What follows belongs to an exercise in optimizing a design on an open flow for small area, a short achievable clock period and few clock cycles per item; a production flow would make more cautious choices. The RTL was checked by simulation tests, not by an equivalence proof against the original design.

==> flow/design.v <==
`default_nettype none
package sfd_pkg;
	localparam logic [7:0] BYTE_START = 8'h41;
	localparam logic [7:0] BYTE_END   = 8'h40;
	localparam logic [16:0] FACTOR_RESET = 17'd19661;
	localparam logic [16:0] FACTOR_ONE   = 17'd65536;
endpackage
`default_nettype wire
`default_nettype none
module sfd_add #(
	parameter int W = 32
) (
	input  wire logic [W-1:0] a,
	input  wire logic [W-1:0] b,
	input  wire logic         cin,
	output logic [W-1:0]      s,
	output logic              cout
);
	localparam int L = $clog2(W);
	logic [W-1:0] p;
	logic [W-1:0] gg [L+1];
	logic [W-1:0] pp [L+1];
	logic [W:0]   c;
	assign p     = a ^ b;
	assign gg[0] = (a & b) | {{(W-1){1'b0}}, p[0] & cin};
	assign pp[0] = p;
	for (genvar l = 0; l < L; l++) begin : g_lvl
		for (genvar i = 0; i < W; i++) begin : g_bit
			if (((i >> l) & 1) == 1) begin : g_op
				localparam int J = ((i >> l) << l) - 1;
				assign gg[l+1][i] = gg[l][i] | (pp[l][i] & gg[l][J]);
				assign pp[l+1][i] = pp[l][i] & pp[l][J];
			end else begin : g_pass
				assign gg[l+1][i] = gg[l][i];
				assign pp[l+1][i] = pp[l][i];
			end
		end
	end
	assign c    = {gg[L], cin};
	assign s    = p ^ c[W-1:0];
	assign cout = c[W];
endmodule
`default_nettype wire
`default_nettype none
import sfd_pkg::*;
module sensor_frame_deframer_smoother (
	input  wire logic         clk,
	input  wire logic         arst_n,
	input  wire logic         rx_valid,
	output logic              rx_ready,
	input  wire logic [7:0]   rx_byte,
	output logic              result_valid,
	input  wire logic         result_ready,
	output logic [28:0]       encoder_angle_avg,
	output logic [31:0]       wind_speed_avg,
	output logic [31:0]       wind_angle_avg,
	output logic [15:0]       raw_count,
	output logic              float_saturated,
	input  wire logic         cfg_we,
	input  wire logic [16:0]  cfg_wdata
);
	function automatic logic [33:0] to_q16(input logic [31:0] bits);
		logic        s;
		logic [7:0]  e;
		logic [62:0] y;
		logic [31:0] mag;
		logic        inr;
		logic        big;
		logic [31:0] v;
		logic        sat;
		begin
			s   = bits[31];
			e   = bits[30:23];
			y   = {31'd0, 1'b1, bits[22:0], 8'b0} << e[4:0];
			mag = e[7] ? y[45:14] : {15'd0, y[62:46]};
			inr = (e >= 8'd111) && (e <= 8'd141);
			big = (e >= 8'd142);
			sat = big && !(s && (e == 8'd142) && (bits[22:0] == 23'd0));
			if (inr) begin
				v = s ? ~mag : mag;
			end else if (big && !((e == 8'hFF) && (bits[22:0] != 23'd0))) begin
				v = s ? 32'h8000_0000 : 32'h7FFF_FFFF;
			end else begin
				v = 32'd0;
			end
			to_q16 = {sat, inr & s, v};
		end
	endfunction
	function automatic logic [2:0] booth(input logic b2, input logic b1, input logic b0);
		booth = {b2 & !(b1 & b0), (b2 & !b1 & !b0) | (!b2 & b1 & b0), b1 ^ b0};
	endfunction
	function automatic logic [34:0] brow(input logic [2:0] c, input logic [32:0] x);
		logic [34:0] m;
		begin
			m = c[0] ? {{2{x[32]}}, x} : (c[1] ? {x[32], x, 1'b0} : 35'd0);
			brow = m ^ {35{c[2]}};
		end
	endfunction
	logic [7:0]  hist_q [11];
	logic [3:0]  fill_q;
	logic        start_q;
	logic        pend_q;
	logic        snapped_q;
	logic        valid_q;
	logic [10:1] ph_q;
	logic        run;
	logic        xfer;
	logic        snap;
	logic        ph0;
	logic        ph0_q;
	logic        valid_n;
	logic        run_n;
	logic        rdy_q;
	logic        snap_q;
	logic        pend_n;
	logic        snapped_n;
	logic        busy_n;
	assign run       = |ph_q;
	assign rx_ready  = rdy_q;
	assign xfer      = rx_valid && rdy_q;
	assign snap      = snap_q;
	assign ph0       = ph0_q;
	assign valid_n   = ph_q[10] || (valid_q && !result_ready);
	assign run_n     = ph0 || (|ph_q[9:1]);
	assign pend_n    = (xfer && start_q && (rx_byte == BYTE_END)) || (pend_q && !snap);
	assign snapped_n = snap || (snapped_q && !ph0);
	assign busy_n    = snapped_n || ph0 || (|ph_q[9:1]);
	always_ff @(posedge clk) begin
		if (xfer) begin
			hist_q[0] <= rx_byte;
			for (int i = 1; i < 11; i++) begin
				hist_q[i] <= hist_q[i-1];
			end
		end
	end
	always_ff @(posedge clk or negedge arst_n) begin
		if (!arst_n) begin
			fill_q  <= '0;
			start_q <= 1'b0;
			pend_q  <= 1'b0;
			rdy_q   <= 1'b1;
			snap_q  <= 1'b0;
		end else begin
			snap_q <= pend_n && !busy_n;
			rdy_q  <= !(pend_n && busy_n);
			if (xfer) begin
				if (fill_q != 4'd10) begin
					fill_q <= fill_q + 4'd1;
				end
				start_q <= (fill_q == 4'd10) && (hist_q[9] == BYTE_START);
			end
			pend_q <= pend_n;
		end
	end
	logic [32:0] d_q;
	logic [15:0] cnt_q;
	logic        sat_q;
	logic [15:0] cnt_out_q;
	logic        sat_out_q;
	logic [32:0] xs_q;
	logic [32:0] xd_q;
	logic        s1_q;
	logic        dsel0_q;
	logic        dsel1_q;
	logic [15:0] frame_cnt;
	logic [21:0] cnt45;
	logic [31:0] conv_in;
	logic [33:0] conv;
	assign frame_cnt = {hist_q[10], hist_q[9]};
	assign conv_in   = ({32{snap}} & {hist_q[8], hist_q[7], hist_q[6], hist_q[5]})
		| ({32{dsel1_q}} & {hist_q[5], hist_q[4], hist_q[3], hist_q[2]})
		| ({32{dsel0_q}} & {hist_q[4], hist_q[3], hist_q[2], hist_q[1]});
	assign conv      = to_q16(conv_in);
	logic [21:0] m45_s1;
	logic [21:0] m45_c1;
	logic [21:0] m45_s2;
	logic [21:0] m45_c2;
	logic        m45_co;
	assign m45_s1 = ({6'd0, frame_cnt} << 5) ^ ({6'd0, frame_cnt} << 3) ^ ({6'd0, frame_cnt} << 2);
	assign m45_c1 = ((({6'd0, frame_cnt} << 5) & ({6'd0, frame_cnt} << 3))
		| (({6'd0, frame_cnt} << 5) & ({6'd0, frame_cnt} << 2))
		| (({6'd0, frame_cnt} << 3) & ({6'd0, frame_cnt} << 2))) << 1;
	assign m45_s2 = m45_s1 ^ m45_c1 ^ {6'd0, frame_cnt};
	assign m45_c2 = ((m45_s1 & m45_c1) | (m45_s1 & {6'd0, frame_cnt})
		| (m45_c1 & {6'd0, frame_cnt})) << 1;
	sfd_add #(.W(22)) u_add45 (
		.a    (m45_s2),
		.b    (m45_c2),
		.cin  (1'b0),
		.s    (cnt45),
		.cout (m45_co)
	);
	always_ff @(posedge clk) begin
		s1_q    <= snap;
		dsel0_q <= snap && !xfer;
		dsel1_q <= snap && xfer;
		if (snap) begin
			cnt_q <= frame_cnt;
			sat_q <= conv[33];
			xs_q  <= conv[32:0];
		end else if (s1_q) begin
			sat_q <= sat_q | conv[33];
			xd_q  <= conv[32:0];
		end
		if (ph_q[10]) begin
			cnt_out_q <= cnt_q;
			sat_out_q <= sat_q;
		end
	end
	logic [16:0] g_q;
	logic [31:0] p0_q;
	logic [31:0] p1_q;
	logic [31:0] p2_q;
	logic        selx_q;
	logic [2:0]  ca_q;
	logic [2:0]  cb_q;
	logic [2:0]  cc_q;
	logic [43:0] accs_q;
	logic [43:0] accc_q;
	logic        cin_q;
	logic        negc_q;
	logic        ph_sub;
	logic        step0;
	logic        step1;
	logic        step2;
	logic [2:0]  bw [9];
	logic [49:0] ang_t;
	logic [32:0] xin;
	logic [34:0] row_a;
	logic [34:0] row_b;
	logic [34:0] row_c;
	logic [49:0] in0;
	logic [49:0] in1;
	logic [49:0] in2;
	logic [49:0] in3;
	logic [49:0] in4;
	logic [49:0] s1;
	logic [49:0] c1;
	logic [49:0] s2;
	logic [49:0] c2;
	logic [49:0] cs_s;
	logic [49:0] cs_c;
	logic [6:0]  low;
	logic [31:0] a_new;
	always_comb begin
		for (int j = 0; j < 8; j++) begin
			bw[j] = booth(g_q[2*j+1], g_q[2*j], (j == 0) ? 1'b0 : g_q[2*j-1]);
		end
		bw[8] = {2'b00, g_q[16] | g_q[15]};
	end
	assign ph_sub = ph_q[3] | ph_q[6];
	assign step0  = ph_q[1] | ph_q[4] | ph_q[7];
	assign step1  = ph_q[2] | ph_q[5] | ph_q[8];
	assign step2  = ph_q[3] | ph_q[6] | ph_q[9];
	logic [49:0] ang_a1;
	logic [49:0] ang_a2;
	logic [49:0] ang_a3;
	logic [49:0] ang_s;
	logic [49:0] ang_c;
	logic        ang_co;
	assign ang_a1 = {4'd0, ({24'd0, d_q[21:0]} << 24) | {24'd0, d_q[21:0]}};
	assign ang_a2 = {28'd0, d_q[21:0]} << 12;
	assign ang_a3 = {~{p0_q[31], p0_q}, 17'h1_0000};
	assign ang_s  = ang_a1 ^ ang_a2 ^ ang_a3;
	assign ang_c  = ((ang_a1 & ang_a2) | (ang_a1 & ang_a3) | (ang_a2 & ang_a3)) << 1;
	assign xin = selx_q ? xs_q : xd_q;
	sfd_add #(.W(50)) u_add_ang (
		.a    (ph0 ? ang_s : (ph_sub ? {xin[31], xin[31:0], 17'h1_FFFF}
		                            : {1'b0, accs_q[31:0], 17'h1_FFFF})),
		.b    (ph0 ? ang_c : (ph_sub ? {~{p1_q[31], p1_q}, 16'd0, xin[32]}
		                            : {1'b0, accc_q[31:0], 16'd0, cin_q})),
		.cin  (1'b0),
		.s    (ang_t),
		.cout (ang_co)
	);
	always_ff @(posedge clk) begin
		if (ph_q[2]) begin
			selx_q <= 1'b1;
		end else if (ph_q[5]) begin
			selx_q <= 1'b0;
		end
		if (step0) begin
			ca_q <= bw[3]; cb_q <= bw[4]; cc_q <= bw[5];
		end else if (step1) begin
			ca_q <= bw[6]; cb_q <= bw[7]; cc_q <= bw[8];
		end else begin
			ca_q <= bw[0]; cb_q <= bw[1]; cc_q <= bw[2];
		end
	end
	assign row_a = brow(ca_q, d_q);
	assign row_b = brow(cb_q, d_q);
	assign row_c = brow(cc_q, d_q);
	assign in0 = {11'd0, !row_a[34], row_a[34], row_a[34], row_a[33:0], 1'b0, cin_q & !step0};
	assign in1 = {10'd0, 1'b1, !row_b[34], row_b[33:0], 1'b0, ca_q[2], 1'b0, negc_q};
	assign in2 = {9'h1FF, !row_c[34], row_c[33:0], 1'b0, cb_q[2], 4'd0};
	assign in3 = step0 ? {p0_q, 18'd0} : {6'd0, accs_q};
	assign in4 = step0 ? {31'd0, g_q, 2'd0} : {6'd0, accc_q};
	assign s1   = in0 ^ in1 ^ in2;
	assign c1   = ((in0 & in1) | (in0 & in2) | (in1 & in2)) << 1;
	assign s2   = s1 ^ c1 ^ in3;
	assign c2   = ((s1 & c1) | (s1 & in3) | (c1 & in3)) << 1;
	assign cs_s = s2 ^ c2 ^ in4;
	assign cs_c = ((s2 & c2) | (s2 & in4) | (c2 & in4)) << 1;
	sfd_add #(.W(6)) u_add_low (
		.a    (cs_s[5:0]),
		.b    (cs_c[5:0]),
		.cin  (1'b0),
		.s    (low[5:0]),
		.cout (low[6])
	);
	assign a_new = ang_t[48:17];
	always_ff @(posedge clk) begin
		accs_q <= cs_s[49:6];
		accc_q <= cs_c[49:6];
		cin_q  <= low[6];
		negc_q <= cc_q[2];
		if (snap) begin
			d_q <= {11'd0, cnt45};
		end else if (ph0 || ph_sub) begin
			d_q <= ang_t[49:17];
		end
	end
	always_ff @(posedge clk or negedge arst_n) begin
		if (!arst_n) begin
			g_q       <= FACTOR_RESET;
			valid_q   <= 1'b0;
			snapped_q <= 1'b0;
			ph0_q     <= 1'b0;
			ph_q      <= '0;
			p0_q      <= '0;
			p1_q      <= '0;
			p2_q      <= '0;
		end else begin
			if (cfg_we) begin
				g_q <= (cfg_wdata > FACTOR_ONE) ? FACTOR_ONE : cfg_wdata;
			end
			snapped_q <= snapped_n;
			ph0_q     <= snapped_n && !valid_n && !run_n;
			ph_q <= {ph_q[9:1], ph0};
			valid_q <= valid_n;
			if (step2) begin
				p0_q <= p1_q;
				p1_q <= p2_q;
			end
			if (ph_q[4] || ph_q[7] || ph_q[10]) begin
				p2_q <= a_new;
			end
		end
	end
	assign result_valid      = valid_q;
	assign encoder_angle_avg = p0_q[28:0];
	assign wind_speed_avg    = p1_q;
	assign wind_angle_avg    = p2_q;
	assign raw_count         = cnt_out_q;
	assign float_saturated   = sat_out_q;
endmodule
`default_nettype wire
Settings: LEC_CHECK=0, CAP_MARGIN=20, CORE_MARGIN=2, CORE_UTILIZATION=40, PLACE_DENSITY=0.6, SETUP_SLACK_MARGIN=5, SLEW_MARGIN=20; clock period 11.0 ns.
run.sh (not shown) runs the stock make flow with config.mk's settings and CLKGATE_MAP_FILE= SYNTH_SCRIPT=/design/flow/synth_recipe.tcl, a recipe that flattens the netlist after the stock synthesis.
Testbench counts at the start, summed over its fixed seeds: cycles 14,504, items 1,200.
Then changed:
--- a/flow/design.v
+++ b/flow/design.v
@@ -264,12 +264,10 @@
 	assign ang_s  = ang_a1 ^ ang_a2 ^ ang_a3;
 	assign ang_c  = ((ang_a1 & ang_a2) | (ang_a1 & ang_a3) | (ang_a2 & ang_a3)) << 1;
 	assign xin = selx_q ? xs_q : xd_q;
 	sfd_add #(.W(50)) u_add_ang (
-		.a    (ph0 ? ang_s : (ph_sub ? {xin[31], xin[31:0], 17'h1_FFFF}
-		                            : {1'b0, accs_q[31:0], 17'h1_FFFF})),
-		.b    (ph0 ? ang_c : (ph_sub ? {~{p1_q[31], p1_q}, 16'd0, xin[32]}
-		                            : {1'b0, accc_q[31:0], 16'd0, cin_q})),
+		.a    (ph0 ? ang_s : {xin[31], xin[31:0], 17'h1_FFFF}),
+		.b    (ph0 ? ang_c : {~{p1_q[31], p1_q}, 16'd0, xin[32]}),
 		.cin  (1'b0),
 		.s    (ang_t),
 		.cout (ang_co)
 	);
@@ -300,16 +298,23 @@
 	assign s2   = s1 ^ c1 ^ in3;
 	assign c2   = ((s1 & c1) | (s1 & in3) | (c1 & in3)) << 1;
 	assign cs_s = s2 ^ c2 ^ in4;
 	assign cs_c = ((s2 & c2) | (s2 & in4) | (c2 & in4)) << 1;
+	logic        anew_co;
 	sfd_add #(.W(6)) u_add_low (
 		.a    (cs_s[5:0]),
 		.b    (cs_c[5:0]),
 		.cin  (1'b0),
 		.s    (low[5:0]),
 		.cout (low[6])
 	);
-	assign a_new = ang_t[48:17];
+	sfd_add #(.W(32)) u_add_new (
+		.a    (accs_q[31:0]),
+		.b    (accc_q[31:0]),
+		.cin  (cin_q),
+		.s    (a_new),
+		.cout (anew_co)
+	);
 	always_ff @(posedge clk) begin
 		accs_q <= cs_s[49:6];
 		accc_q <= cs_c[49:6];
 		cin_q  <= low[6];
Synthesized cell count fell by 1.8%.
Area after synthesis rose by 0.98%.
Core utilization hardly moves.
Design area rose by about 0.4%.
Clock skew fell by 0.024 ns.
Routed wire length fell by 9.2%.
Worst setup slack barely changes.
Sequential share of layout area fell by 0.14 points.
Non-clock buffer count is unchanged.
Maximum frequency stays flat.
Die area rose by about 1%.
Testbench counts after the change, summed over its fixed seeds: cycles 14,504, items 1,200.

---

Another version of the RTL of sensor_frame_deframer_smoother (not shown whole).
For scale: ~140 I/O pins.
Settings: LEC_CHECK=0, CAP_MARGIN=20, CORE_MARGIN=2, CORE_UTILIZATION=40, PLACE_DENSITY=0.6, SETUP_SLACK_MARGIN=5, SLEW_MARGIN=20; clock period 11.0 ns.
Testbench counts at the start, summed over its fixed seeds: cycles 14,504, items 1,200.
==> next run, changes <==
--- a/flow/design.v
+++ b/flow/design.v
@@ -208,45 +208,43 @@
 	logic [16:0] g_q;
 	logic [31:0] p0_q;
 	logic [31:0] p1_q;
 	logic [31:0] p2_q;
 	logic        selx_q;
 	logic [2:0]  ca_q;
 	logic [2:0]  cb_q;
 	logic [2:0]  cc_q;
 	logic [43:0] accs_q;
 	logic [43:0] accc_q;
 	logic        cin_q;
+	logic        negc_q;
 	logic        ph_sub;
 	logic        step0;
 	logic        step1;
 	logic        step2;
 	logic [2:0]  bw [9];
 	logic [49:0] ang_t;
 	logic [32:0] xin;
 	logic [32:0] diff;
 	logic [34:0] row_a;
 	logic [34:0] row_b;
 	logic [34:0] row_c;
 	logic [49:0] in0;
 	logic [49:0] in1;
 	logic [49:0] in2;
 	logic [49:0] in3;
 	logic [49:0] in4;
-	logic [49:0] in5;
 	logic [49:0] s1;
 	logic [49:0] c1;
 	logic [49:0] s2;
 	logic [49:0] c2;
-	logic [49:0] s3;
-	logic [49:0] c3;
 	logic [49:0] cs_s;
 	logic [49:0] cs_c;
 	logic [6:0]  low;
 	logic [31:0] a_new;
 	always_comb begin
 		for (int j = 0; j < 8; j++) begin
 			bw[j] = booth(g_q[2*j+1], g_q[2*j], (j == 0) ? 1'b0 : g_q[2*j-1]);
 		end
 		bw[8] = {2'b00, g_q[16] | g_q[15]};
 	end
 	assign ph_sub = ph_q[3] | ph_q[6];
@@ -289,56 +287,53 @@
 		if (step0) begin
 			ca_q <= bw[3]; cb_q <= bw[4]; cc_q <= bw[5];
 		end else if (step1) begin
 			ca_q <= bw[6]; cb_q <= bw[7]; cc_q <= bw[8];
 		end else begin
 			ca_q <= bw[0]; cb_q <= bw[1]; cc_q <= bw[2];
 		end
 	end
 	assign row_a = brow(ca_q, d_q);
 	assign row_b = brow(cb_q, d_q);
 	assign row_c = brow(cc_q, d_q);
-	assign in0 = {13'd0, !row_a[34], row_a[33:0], 2'd0};
-	assign in1 = {11'd0, !row_b[34], row_b[33:0], 4'd0};
-	assign in2 = {9'd0, !row_c[34], row_c[33:0], 6'd0};
+	assign in0 = {11'd0, !row_a[34], row_a[34], row_a[34], row_a[33:0], 1'b0, cin_q & !step0};
+	assign in1 = {10'd0, 1'b1, !row_b[34], row_b[33:0], 1'b0, ca_q[2], 1'b0, negc_q};
+	assign in2 = {9'h1FF, !row_c[34], row_c[33:0], 1'b0, cb_q[2], 4'd0};
 	assign in3 = step0 ? {p0_q, 18'd0} : {6'd0, accs_q};
 	assign in4 = step0 ? {31'd0, g_q, 2'd0} : {6'd0, accc_q};
-	assign in5 = 50'h3_feb0_0000_0000
-		| {43'd0, cc_q[2], 1'b0, cb_q[2], 1'b0, ca_q[2], 1'b0, cin_q & !step0};
 	assign s1   = in0 ^ in1 ^ in2;
 	assign c1   = ((in0 & in1) | (in0 & in2) | (in1 & in2)) << 1;
-	assign s2   = in3 ^ in4 ^ in5;
-	assign c2   = ((in3 & in4) | (in3 & in5) | (in4 & in5)) << 1;
-	assign s3   = s1 ^ c1 ^ s2;
-	assign c3   = ((s1 & c1) | (s1 & s2) | (c1 & s2)) << 1;
-	assign cs_s = s3 ^ c3 ^ c2;
-	assign cs_c = ((s3 & c3) | (s3 & c2) | (c3 & c2)) << 1;
+	assign s2   = s1 ^ c1 ^ in3;
+	assign c2   = ((s1 & c1) | (s1 & in3) | (c1 & in3)) << 1;
+	assign cs_s = s2 ^ c2 ^ in4;
+	assign cs_c = ((s2 & c2) | (s2 & in4) | (c2 & in4)) << 1;
 	logic        anew_co;
 	sfd_add #(.W(6)) u_add_low (
 		.a    (cs_s[5:0]),
 		.b    (cs_c[5:0]),
 		.cin  (1'b0),
 		.s    (low[5:0]),
 		.cout (low[6])
 	);
 	sfd_add #(.W(32)) u_add_new (
 		.a    (accs_q[31:0]),
 		.b    (accc_q[31:0]),
 		.cin  (cin_q),
 		.s    (a_new),
 		.cout (anew_co)
 	);
 	always_ff @(posedge clk) begin
 		accs_q <= cs_s[49:6];
 		accc_q <= cs_c[49:6];
 		cin_q  <= low[6];
+		negc_q <= cc_q[2];
 		if (snap) begin
 			d_q <= {11'd0, cnt45};
 		end else if (ph0) begin
 			d_q <= ang_t[49:17];
 		end else if (ph_sub) begin
 			d_q <= diff;
 		end
 	end
 	always_ff @(posedge clk or negedge arst_n) begin
 		if (!arst_n) begin
 			g_q       <= FACTOR_RESET;
Effect:
- critical path depth rose by 1
- global-route usage rose by 0.19 points
- utilization fell by 0.20 points
- maximum frequency rose slightly
- final cell count fell slightly
- worst hold slack gets worse by 0.0034 ns
- wire length fell slightly
- die area fell by a few percent
- area after synthesis fell by a few percent
Testbench counts after the change, summed over its fixed seeds: cycles 14,504, items 1,200.

-- static timing again, ports no longer ideal --
No port has a modelled driver above. Below, the same layouts with a new extraction and two added sets of constraints. Step 1, drivers: a clkbuf_16 drives clk and a buf_2 each remaining input, both assumed. Step 2 also shifts input and output timing later by t, the mid clock arrival at the registers, as if the neighbouring blocks saw the same clock. a / b / c = ideal ports / drivers / drivers and shift; a / b = the first two.
run	shift t [ns]	setup slack, ns	cell pins on the clock port's net
the first run of note 1	0.682	6.502 / 6.502 / 6.502	1
the second run of note 1	0.657	6.500 / 6.500 / 6.091	1
the first run of note 2	0.665	6.627 / 6.627 / 6.331	1
the second run of note 2	0.649	6.657 / 6.657 / 6.136	1
After both steps setup and hold are still met in every run listed. For the second run of note 2, which loses most, drivers alone change the setup slack by 0.000 ns; drivers and shift together by -0.521 ns.
